What follows belongs to an exercise in optimizing a design on an open flow for small area; a production flow would make more cautious choices.
Only simulation tests tie the RTL to the original design; equivalence was not proved.
Power figures rest on the tool's default switching activity, not on a simulated workload.

==> flow/design.v <==
`default_nettype none
module crack_sched #(
    parameter int NENG = 2
) (
    input  logic                clk,
    input  logic                rst_n,
    input  logic                en,
    output logic                rdy,
    output logic [23:0]         key,
    output logic                key_valid,
    output logic [7:0]          ct_addr,
    input  logic [7:0]          ct_rddata,
    output logic [NENG-1:0]     eng_en,
    input  logic [NENG-1:0]     eng_rdy,
    input  logic [24*NENG-1:0]  eng_key,
    input  logic [NENG-1:0]     eng_key_valid,
    input  logic [8*NENG-1:0]   eng_ct_addr,
    output logic [8*NENG-1:0]   eng_ct_rddata
);
    typedef enum logic [1:0] {
        IDLE   = 2'd0,
        COPY   = 2'd1,
        LAUNCH = 2'd2,
        RUN    = 2'd3
    } state_t;
    state_t            state_q, state_d;
    logic [7:0]        ct_addr_q, ct_addr_d;
    logic [7:0]        len_q, len_d;
    logic              first_q, first_d;
    logic              skip_q, skip_d;
    logic [NENG-1:0]   done_q, done_d;
    logic [NENG-1:0]   eng_en_q, eng_en_d;
    logic [23:0]       key_q, key_d;
    logic              key_valid_q, key_valid_d;
    logic [7:0]        tm_q;
    logic [255:0][7:0] ring_q;
    logic [7:0]        pos_q [NENG];
    logic [7:0]        len_eff;
    logic [NENG-1:0]   done_now;
    logic [NENG-1:0]   hit;
    logic [23:0]       key_sel;
    always_comb begin
        state_d     = state_q;
        ct_addr_d   = ct_addr_q;
        len_d       = len_q;
        first_d     = first_q;
        skip_d      = skip_q;
        done_d      = done_q;
        eng_en_d    = '0;
        key_d       = key_q;
        key_valid_d = key_valid_q;
        len_eff     = (tm_q == 8'd0) ? ct_rddata : len_q;
        done_now    = done_q | (skip_q ? {NENG{1'b0}} : eng_rdy);
        hit         = done_now & eng_key_valid;
        key_sel     = '0;
        for (int i = NENG - 1; i >= 0; i--) begin
            if (hit[i]) key_sel = eng_key[24*i +: 24];
        end
        case (state_q)
            IDLE: begin
                if (en) begin
                    state_d     = COPY;
                    ct_addr_d   = 8'd0;
                    first_d     = 1'b1;
                    key_d       = '0;
                    key_valid_d = 1'b0;
                end
            end
            COPY: begin
                if (first_q) begin
                    first_d   = 1'b0;
                    ct_addr_d = ct_addr_q + 8'd1;
                end else begin
                    len_d = len_eff;
                    if (tm_q == len_eff) begin
                        state_d = LAUNCH;
                    end else begin
                        if (ct_addr_q != len_eff) ct_addr_d = ct_addr_q + 8'd1;
                    end
                end
            end
            LAUNCH: begin
                if (|eng_en_q) begin
                    state_d = RUN;
                    skip_d  = 1'b1;
                    done_d  = '0;
                end else if (&eng_rdy) begin
                    eng_en_d = '1;
                end
            end
            RUN: begin
                skip_d = 1'b0;
                done_d = done_now;
                if (|hit) begin
                    key_d       = key_sel;
                    key_valid_d = 1'b1;
                    state_d     = IDLE;
                end else if (&done_now) begin
                    key_d       = '0;
                    key_valid_d = 1'b0;
                    state_d     = IDLE;
                end
            end
            default: state_d = IDLE;
        endcase
    end
    always_ff @(posedge clk) begin
        if (state_q == IDLE && en) tm_q <= 8'hff;
        else                      tm_q <= tm_q + 8'd1;
        ring_q <= {ring_q[254:0], (state_q == COPY) ? ct_rddata : ring_q[255]};
    end
    generate
        for (genvar g = 0; g < NENG; g++) begin : g_rd_port
            always_ff @(posedge clk) pos_q[g] <= tm_q - eng_ct_addr[8*g +: 8];
            logic [15:0] lo, hi;
            assign lo = 16'd1 << pos_q[g][3:0];
            assign hi = 16'd1 << pos_q[g][7:4];
            for (genvar b = 0; b < 8; b++) begin : g_bit
                logic [255:0] col;
                for (genvar j = 0; j < 256; j++) begin : g_col
                    assign col[j] = ring_q[j][b];
                end
                crack_sched_col u_col (.lo(lo), .hi(hi), .d(col), .y(eng_ct_rddata[8*g + b]));
            end
        end
    endgenerate
    always_ff @(posedge clk or negedge rst_n) begin
        if (!rst_n) begin
            state_q         <= IDLE;
            ct_addr_q       <= '0;
            len_q           <= '0;
            first_q         <= 1'b0;
            skip_q          <= 1'b0;
            done_q          <= '0;
            eng_en_q        <= '0;
            key_q           <= '0;
            key_valid_q     <= 1'b0;
        end else begin
            state_q         <= state_d;
            ct_addr_q       <= ct_addr_d;
            len_q           <= len_d;
            first_q         <= first_d;
            skip_q          <= skip_d;
            done_q          <= done_d;
            eng_en_q        <= eng_en_d;
            key_q           <= key_d;
            key_valid_q     <= key_valid_d;
        end
    end
    assign rdy       = (state_q == IDLE);
    assign key       = key_q;
    assign key_valid = key_valid_q;
    assign ct_addr   = ct_addr_q;
    assign eng_en    = eng_en_q;
endmodule
module crack_sched_col (
    input  logic [15:0]  lo,
    input  logic [15:0]  hi,
    input  logic [255:0] d,
    output logic         y
);
    logic [15:0] yn;
    for (genvar g = 0; g < 16; g++) begin : g_grp
        crack_sched_grp u_grp (.lo(lo), .hi(hi[g]), .d(d[16*g +: 16]), .yn(yn[g]));
    end
    assign y = ~&yn;
endmodule
module crack_sched_grp (
    input  logic [15:0] lo,
    input  logic        hi,
    input  logic [15:0] d,
    output logic        yn
);
    logic [5:0] xn;
    for (genvar k = 0; k < 5; k++) begin : g_aoi
        crack_sched_aoi222 u_aoi (
            .a0(d[3*k]),   .b0(lo[3*k]),
            .a1(d[3*k+1]), .b1(lo[3*k+1]),
            .a2(d[3*k+2]), .b2(lo[3*k+2]),
            .y(xn[k])
        );
    end
    assign xn[5] = ~(d[15] & lo[15]);
    assign yn = ~(hi & ~&xn);
endmodule
module crack_sched_aoi222 (
    input  logic a0, b0, a1, b1, a2, b2,
    output logic y
);
    assign y = ~((a0 & b0) | (a1 & b1) | (a2 & b2));
endmodule
`default_nettype wire
==> flow/run.sh <==
#!/bin/bash
# synth_recipe.tcl (not shown) runs the flow's synth.tcl, then flattens the netlist and writes it again
# the make line also repeats each setting of config.mk as NAME=value (left out here)
make -C /OpenROAD-flow-scripts/flow DESIGN_CONFIG=/design/flow/config.mk WORK_HOME=/design/flow/orfs CLKGATE_MAP_FILE= SYNTH_SCRIPT=/design/flow/synth_recipe.tcl finish
==> flow/config.mk <==
export PLATFORM = sky130hd
export DESIGN_NAME = crack_sched
export DESIGN_NICKNAME = crack_sched
export VERILOG_FILES = /design/flow/design.v
export SDC_FILE = /design/flow/constraint.sdc
export NUM_CORES = 4
export LEC_CHECK = 0
export CAP_MARGIN = 20
export CORE_MARGIN = 2
export CORE_UTILIZATION = 40
export SLEW_MARGIN = 20
export SYNTH_HIERARCHICAL = 1
export SYNTH_MINIMUM_KEEP_SIZE = 0
==> flow/constraint.sdc <==
create_clock -name core_clock -period 5.0 [get_ports {clk}]
set_input_delay 1.0000 -clock core_clock [delete_from_list [all_inputs] [get_ports {clk}]]
set_output_delay 1.0000 -clock core_clock [all_outputs]
set_load 0.01 [all_outputs]
==> results of run 1 <==
## per-module statistics from Yosys (local to each module, per instance)
module              flip-flops and latches  area [µm²]  cells inside
crack_sched                           2120       45500          2556
crack_sched_col                          0        32.5             5
crack_sched_aoi222                       0        10.0             1
crack_sched_grp                          0        25.0             3
## power by group
part / total (µW) / switching (µW) / internal, µW
clock network: 15900 / 6740 / 9150
registers: 19000 / 1040 / 17900
logic: 10600 / 7970 / 2620
## cells in the final DEF (no fill, tap or decap), types with 17 or more instances in the layout
| master | synthesis | final |
|---|---|---|
| clkinv_2 | 0 | 38 |
| o21ai_1 | 26 | 26 |
| nor2_4 | 0 | 22 |
| nand4_1 | 324 | 324 |
| clkbuf_1 | 15 | 44 |
| dfxtp_1 | 2072 | 2064 |
| xnor2_1 | 21 | 21 |
| ha_1 | 22 | 22 |
| buf_4 | 1 | 107 |
| nor2_2 | 0 | 17 |
| buf_12 | 0 | 64 |
| nand2_1 | 50 | 46 |
| clkbuf_8 | 0 | 42 |
| o21ai_2 | 257 | 255 |
| inv_1 | 35 | 35 |
| a222oi_1 | 1282 | 1282 |
| clkbuf_16 | 0 | 212 |
| bufinv_16 | 0 | 18 |
| xor2_1 | 20 | 20 |
| dfrtp_1 | 48 | 48 |
| a21bo_1 | 256 | 256 |
| nor3_4 | 0 | 17 |
| clkdlybuf4s50_1 | 0 | 115 |
| mux2i_1 | 26 | 26 |
## registers in the layout, indices dropped and copies added, names as in the netlist
| register | flops |
|---|---|
| key_valid_q | 1 |
| key_q | 24 |
| ct_addr_q | 8 |
| tm_q | 8 |
| eng_en_q | 1 |
| ring_q | 2048 |
| state_q | 2 |
| pos_q | 16 |
| done_q | 2 |
| len_q | 8 |
| skip_q | 1 |
| first_q | 1 |
## worst paths after layout
check                                    to  slack [ns]  cells after the start
max                        eng_ct_rddata[1]       -0.07                     10
min                               key_q[19]        0.20                      1
max reg2reg                        key_q[5]        2.01                      7
min reg2reg                     ring_q[663]        0.32                      0
max in group asynchronous          len_q[7]        4.36                      1
min in group core_clock         ring_q[663]        0.32                      0
## metal layers
metal	up-vias	wire, µm	track usage, %
met5	-	50	0
li1	22000	-	-
met4	8	15500	15.9
met1	26500	99900	39.5
met3	828	35900	7.89
met2	4173	112000	44.5
## synth_stat cells (15+ instances only)
master    number
a21bo_1      256
a222oi_1    1282
clkbuf_1      15
dfrtp_1       48
dfxtp_1     2072
ha_1          22
inv_1         35
mux2_2        16
mux2i_1       26
nand2_1       50
nand2b_1      20
nand4_1      324
nor2_1        43
nor3_1        29
o21ai_1       26
o21ai_2      257
or4_1         16
xnor2_1       21
xor2_1        20
## per-stage QoR
step                cell area (µm²)  utilization (%)
global route                  79600             49.0
CTS                           79300             48.8
finish                        79600             49.0
global placement              71700             44.1
floorplan                     65500                -
detailed placement            71700             44.2
## worst reg2reg max path, stage by stage, from the launching register on
cell      delay, ns
dfrtp_1        0.41
inv_1          0.13
ha_1           0.29
nor2b_1        0.20
o21bai_1       0.16
or2_1          0.74
a211o_1        0.73
o21ai_1        0.18
## final cells by class
| type | instances | area [µm²] | area share (%) |
|---|---|---|---|
| antenna | 1 | 2.50 | 0.00314 |
| clock buffer | 292 | 5900 | 7.41 |
| clock inverter | 75 | 1020 | 1.28 |
| inverter | 37 | 139 | 0.175 |
| multi-input combinational | 2510 | 23000 | 28.9 |
| sequential | 2120 | 42700 | 53.7 |
| tap | 2175 | 2720 | 3.42 |
| timing repair buffer | 336 | 4070 | 5.12 |
## cells by family (layout without fill, tap and decap cells)
group,after synthesis,after routing,synth area share (%)
AO/OA/AOI/OAI,1870,1870,27.8
XOR/XNOR,41,41,0.550
adder cells (fa/ha/maj),24,24,0.483
buffers and inverters,57,740,0.351
flip-flops,2120,2120,65.4
multiplexers,43,43,0.692
other,0,1,0
AND/OR/NAND/NOR,529,532,4.72
## what timing repair did
action | 4_1_cts | 5_1_grt
resized for setup | 64 | 21
buffers inserted | 25 | 8
hold buffers | 0 | 0
gates cloned | 10 | 8
endpoints found under the setup margin | 16 | 9
pin swaps | 31 | 34
==> impl_metrics.ini, run 1 <==
[logic_synthesis]
yosysWarnings = 8
yosys.area.top_type_share_pct = 63.6
synth_area_leaders = dfxtp_1, a222oi_1, a21bo_1
synth_area_leader_cell = dfxtp_1
syn_area_um2 = 65300
synth_ff_type = dfxtp_1
async_flop_share_pct = 2.26
syn-instance-count = 4684
avgSynthCellArea_um2 = 13.9
ys_ff_latch = 2120
ys_seq_area_share_pct = 65.4
syn_nets = 4787
synth.distinct_cells = 54
synth_edf_count = 0

[timing]
holdWs_ns = 0.196
fin_crit_ns = 5.07
finalCritPeriodShare_pct = 101
slew_headroom_pct = 20.8
setup_viol = 2
fin_tns_setup_ns = -0.123
finalHoldViolCount = 0
tightestPinTransition_ns = 1.19
rsz0062_at_grt = yes
drv_slew = 0
fmax_mhz = 197
layout_setup_ws_ns = -0.0716
skew_ns = 0.0456

[routing]
firstDrtPassIters = 15
drc = 0
wl_um = 263000
ant_nets = 0
drtIter0Drc = 12500
routed_via_density = 7.09
wl_per_cell_um = 34.9
vias = 53500

[power_and_ir_drop]
peakVddDrop_mv = 0.566
p_leak_uw = 0.0305
power.total_uw = 45500
power_density_nw_per_um2 = 572

[die]
ios = 131
die_h_um = 408
initial_core_util_pct = 40.2
std_cell_rows = 148
die_w_um = 408
core-area_um2 = 162000
dieArea_um2 = 166000

[critical_path]
worst_ep_required_time_ns = 4.00
crit_fanout = 33
arrival_ns = 4.07
crit_type = reg -> out
worstSetupEndpointType = primary output
crit_path_frequent_cell = nand4_1
path_cells = nand2b_4 -> nor3_4 -> buf_12 -> buf_6 -> a222oi_1 -> nand4_1 -> o21ai_2 -> nand4_1 -> or4_4 -> clkdlybuf4s50_1
crit_slowest_cell = or4_4
r2r_start = state_q[0]
critPathTopFamily = simple AND/OR/NAND/NOR gates
path_buf_inv = 3
slowest_delay_ns = 0.63
crit_path_start_kind = flop
crit_path_start = pos_q[0][1]

[run_status]
status = complete, but fails checks
so_faults = negative setup slack

[placed_design]
gp_congestion = 0.826
portBuffers = 130
post-place-ws_ns = 0.337
dp_hpwl_um = 132000
numPlacedInstances = 7127

[global_route]
grt-ovfl-total = 0
gr-usage-all-layers_pct = 29.8
grt_start_max_net_pins = 93
grt_pass1_vias = 52900
antenna_found_initial = 6
grt_pass1_wl_um = 370000

[clock_network]
cts_root_buf = clkbuf_16
clk_latency_ns = 0.85
cts_max_level = 4
numCtsBuffers = 204
cts_tree = done
cts.clk_slew.worst_paths_ns = 0.06
clock-sinks = 2120
clk_path_buf_depth = 3

[job]
cap_viol_max_count = 0

[finish]
final_nets = 5312
area.growth.synth_to_final_pct = 21.9
layout-drive-gt1-share_pct = 17.0
fillCellCount = 14100
fin_cells = 7546

[min_path]
hold_class = in -> async
==> inputs of run 2 (changes only) <==
--- a/flow/design.v
+++ b/flow/design.v
@@ -114,5 +114,4 @@
             always_ff @(posedge clk) pos_q[g] <= tm_q - eng_ct_addr[8*g +: 8];
-            logic [15:0] lo, hi;
-            assign lo = 16'd1 << pos_q[g][3:0];
-            assign hi = 16'd1 << pos_q[g][7:4];
+            logic [255:0] sel;
+            crack_sched_dec u_dec (.pos(pos_q[g]), .sel(sel));
             for (genvar b = 0; b < 8; b++) begin : g_bit
@@ -122,3 +121,3 @@
                 end
-                crack_sched_col u_col (.lo(lo), .hi(hi), .d(col), .y(eng_ct_rddata[8*g + b]));
+                crack_sched_col u_col (.sel(sel), .d(col), .y(eng_ct_rddata[8*g + b]));
             end
@@ -155,5 +154,10 @@
 endmodule
+module crack_sched_dec (
+    input  logic [7:0]   pos,
+    output logic [255:0] sel
+);
+    assign sel = 256'd1 << pos;
+endmodule
 module crack_sched_col (
-    input  logic [15:0]  lo,
-    input  logic [15:0]  hi,
+    input  logic [255:0] sel,
     input  logic [255:0] d,
@@ -161,20 +165,8 @@
 );
-    logic [15:0] yn;
-    for (genvar g = 0; g < 16; g++) begin : g_grp
-        crack_sched_grp u_grp (.lo(lo), .hi(hi[g]), .d(d[16*g +: 16]), .yn(yn[g]));
-    end
-    assign y = ~&yn;
-endmodule
-module crack_sched_grp (
-    input  logic [15:0] lo,
-    input  logic        hi,
-    input  logic [15:0] d,
-    output logic        yn
-);
-    logic [5:0] xn;
-    for (genvar k = 0; k < 5; k++) begin : g_aoi
+    logic [85:0] xn;
+    for (genvar k = 0; k < 85; k++) begin : g_aoi
         crack_sched_aoi222 u_aoi (
-            .a0(d[3*k]),   .b0(lo[3*k]),
-            .a1(d[3*k+1]), .b1(lo[3*k+1]),
-            .a2(d[3*k+2]), .b2(lo[3*k+2]),
+            .a0(d[3*k]),   .b0(sel[3*k]),
+            .a1(d[3*k+1]), .b1(sel[3*k+1]),
+            .a2(d[3*k+2]), .b2(sel[3*k+2]),
             .y(xn[k])
@@ -182,4 +174,4 @@
     end
-    assign xn[5] = ~(d[15] & lo[15]);
-    assign yn = ~(hi & ~&xn);
+    assign xn[85] = ~(d[255] & sel[255]);
+    assign y = ~&xn;
 endmodule
==> run 2 against run 1 <==
Compared with the run above: the layout still fails its checks (negative setup slack); core utilization rose by 2.4 points; hold slack lost 0.048 ns; clock skew rose by 0.047 ns; largest power group unchanged.
==> impl_metrics.ini, run 2 <==
[run_status]
status = complete, but fails checks
so_faults = negative setup slack

[logic_synthesis]
syn-instance-count = 5057
synth_area_leader_cell = dfxtp_1
synth_common_cells = dfxtp_1, a222oi_1, nor2_1, nand4_1, clkbuf_1
yosys.area.top_type_share_pct = 62.9
synth_edf_count = 0
async_flop_share_pct = 2.26
syn_nets = 5160
ys_seq_area_share_pct = 64.7
synth_ff_type = dfxtp_1
synth_area_leaders = dfxtp_1, a222oi_1, nand4_1
synth.distinct_cells = 59
yosysWarnings = 9
synthMostInstantiatedCell = dfxtp_1
avgSynthCellArea_um2 = 13.0
ys_ff_latch = 2120
syn_area_um2 = 66000

[critical_path]
crit_path_frequent_cell = buf_4
path_cells = buf_8 -> buf_4 -> nand4bb_4 -> buf_8 -> nor2_2 -> a222oi_1 -> nand4_1 -> or4_4 -> a2111oi_4 -> buf_4 -> nand4_1 -> buf_4 -> buf_2
crit_path_start = pos_q[0][5]
path_buf_inv = 6
crit_path_start_kind = flop
r2r_start = tm_q[1]
critPathTopFamily = simple AND/OR/NAND/NOR gates
crit_slowest_cell = or4_4
arrival_ns = 4.53
crit_fanout = 8
worst_ep_required_time_ns = 4.00
crit_type = reg -> out
worstSetupEndpointType = primary output
slowest_delay_ns = 0.63

[global_route]
grt_start_max_net_pins = 49
grt-ovfl-total = 0
grt_pass1_wl_um = 408000
gr-usage-all-layers_pct = 33.5
antenna_found_initial = 11
grt_pass1_vias = 54100

[finish]
regMostFlops = ring_q
final_nets = 6020
layout_commonest_cell = dfxtp_1
largest_register_ffs = 2048
area.growth.synth_to_final_pct = 28.2
layout_top_registers = ring_q (2048), key_q (24), pos_q (16)
mostFrequentLayoutCells = dfxtp_1, a222oi_1, buf_4
fillCellCount = 14100
layout-drive-gt1-share_pct = 23.0
fin_cells = 8290

[die]
dieArea_um2 = 168000
core-area_um2 = 164000
initial_core_util_pct = 40.1
die_h_um = 410
std_cell_rows = 149
ios = 131
die_w_um = 410

[clock_network]
clk_latency_ns = 0.91
clk_path_buf_depth = 3
clock-sinks = 2120
cts_max_level = 4
cts.clk_slew.worst_paths_ns = 0.06
numCtsBuffers = 207
cts_tree = done
cts_root_buf = clkbuf_16
postCtsHoldBufs = 0

[routing]
drc = 0
wl_um = 295000
wl_per_cell_um = 35.5
routed_via_density = 7.00
vias = 58100
drtIter0Drc = 13800
firstDrtPassIters = 15
ant_nets = 0

[timing]
fmax_mhz = 181
finalCritPeriodShare_pct = 111
fin_crit_ns = 5.53
layout_setup_ws_ns = -0.526
finalHoldViolCount = 0
rsz0062_at_grt = yes
setup_viol = 16
tightestPinTransition_ns = 1.33
skew_ns = 0.0926
drv_slew = 0
holdWs_ns = 0.148
slew_headroom_pct = 10.7

[power_and_ir_drop]
power_density_nw_per_um2 = 518
peakVddDrop_mv = 0.407
p_leak_uw = 0.0305

[min_path]
hold_class = in -> async

[placed_design]
dp_hpwl_um = 221000
gp_congestion = 1.04
portBuffers = 130
numPlacedInstances = 7777

[job]
cap_viol_max_count = 0
[run 2: report_power, final]
part           internal [µW]  switching [µW]
combinational           2970            4530
sequential             18000            1290
clock                   9910            7130
[run 2: stage by stage]
stage / setup TNS, ns / power [µW] / setup WS, ns / util, % / area, µm²
final: -5.46 / 43800 / -0.526 / 51.4 / 84600
after global routing: -5.73 / 44900 / -0.515 / 51.4 / 84600
after CTS: -5.27 / 43100 / -0.453 / 50.7 / 83400
after detailed placement: -9.32 / 25200 / -1.10 / 44.8 / 73700
after global placement: -10.01 / 25100 / -1.26 / 44.8 / 73700
after floorplan: 0 / 21800 / 1.39 / - / 66000
[run 2: worst register-to-register path: cells and delay by family, from the launching register on]
kind,cells,cell delay (ns)
AOI/OAI and AO/OA,4,1.17
and+or+nand+nor,3,0.99
DFF,1,0.45
adders and majority gates,1,0.21
buffers and inverters,1,0.20
[run 2: modules after synthesis (local to each module, per instance)]
| module | cell area [µm²] | flops+latches | copies in the design | cells inside |
|---|---|---|---|---|
| crack_sched | 45100 | 2120 | 1 | 2473 |
| crack_sched_aoi222 | 10.0 | 0 | 1360 | 1 |
| crack_sched_col | 193 | 0 | 16 | 29 |
| crack_sched_dec | 2100 | 0 | 2 | 380 |
[run 2: final cells by class]
cell class / count / area (µm²) / share of cell area [%]
antenna: 5 / 12.5 / 0.0148
sequential: 2120 / 42700 / 50.5
multi-input combinational: 2749 / 24000 / 28.4
clock buffer: 287 / 5930 / 7.01
inverter: 31 / 116 / 0.138
tap: 2189 / 2740 / 3.24
clock inverter: 101 / 1670 / 1.98
timing repair buffer: 808 / 7350 / 8.69
[run 2: metal layers]
metal / vias up / part of all wire, % / GRT usage, %
met3: 704 / 11 / 7.90
met5: - / 0.022 / 0
met4: 10 / 6.7 / 19.3
li1: 24000 / - / -
met1: 28900 / 40 / 45.1
met2: 4428 / 42 / 49.2
[run 2: path summary, 6_finish.rpt]
check / end / slack [ns] / cells past startpoint
max: eng_ct_rddata[0] / -0.53 / 13
min: key_q[15] / 0.15 / 1
max reg2reg: ct_addr_q[5] / 1.86 / 9
min reg2reg: ring_q[434] / 0.30 / 0
max in group asynchronous: len_q[1] / 4.40 / 1
min in group core_clock: ring_q[434] / 0.30 / 0
[run 2: what timing repair did]
action	4_1_cts	5_1_grt
pin swaps	190	135
gates cloned	4	0
resized for setup	373	174
buffers inserted	73	54
endpoints found under the setup margin	16	16
[run 2: kinds of logic after synthesis]
logic type               Yosys count  share of synthesized area [%]
buffers and inverters            188                           1.51
adder cells (fa/ha/maj)           24                          0.478
flip-flops                      2120                           64.7
AND/OR/NAND/NOR                 1190                           10.4
multiplexers                      42                          0.671
XOR/XNOR                          35                          0.465
AO/OA/AOI/OAI                   1458                           21.8

[afterwards: timing with drivers on the ports]
How much do the figures lean on ideal ports? The routed layouts below were timed once more, with nothing changed but the port constraints.
Step 1, drivers: a clkbuf_16 drives clk and a buf_2 each remaining input, both assumed.
Step 2 adds t to the input delays and takes it off the output delays; t is the mean of the earliest and latest rising clock arrival at the registers after step 1. Input paths then give back, and output paths get back, about the clock's delay inside the block.
Slacks: ideal / step 1 / step 2; pairs: ideal / step 1.
| run | t, ns | setup WS [ns] | hold slack, ns |
|---|---|---|---|
| run 1 | 0.909 | -0.072 / -0.152 / 0.757 | 0.196 / 0.138 / 0.321 |
| run 2 | 0.956 | -0.526 / -0.613 / 0.343 | 0.148 / 0.088 / 0.303 |
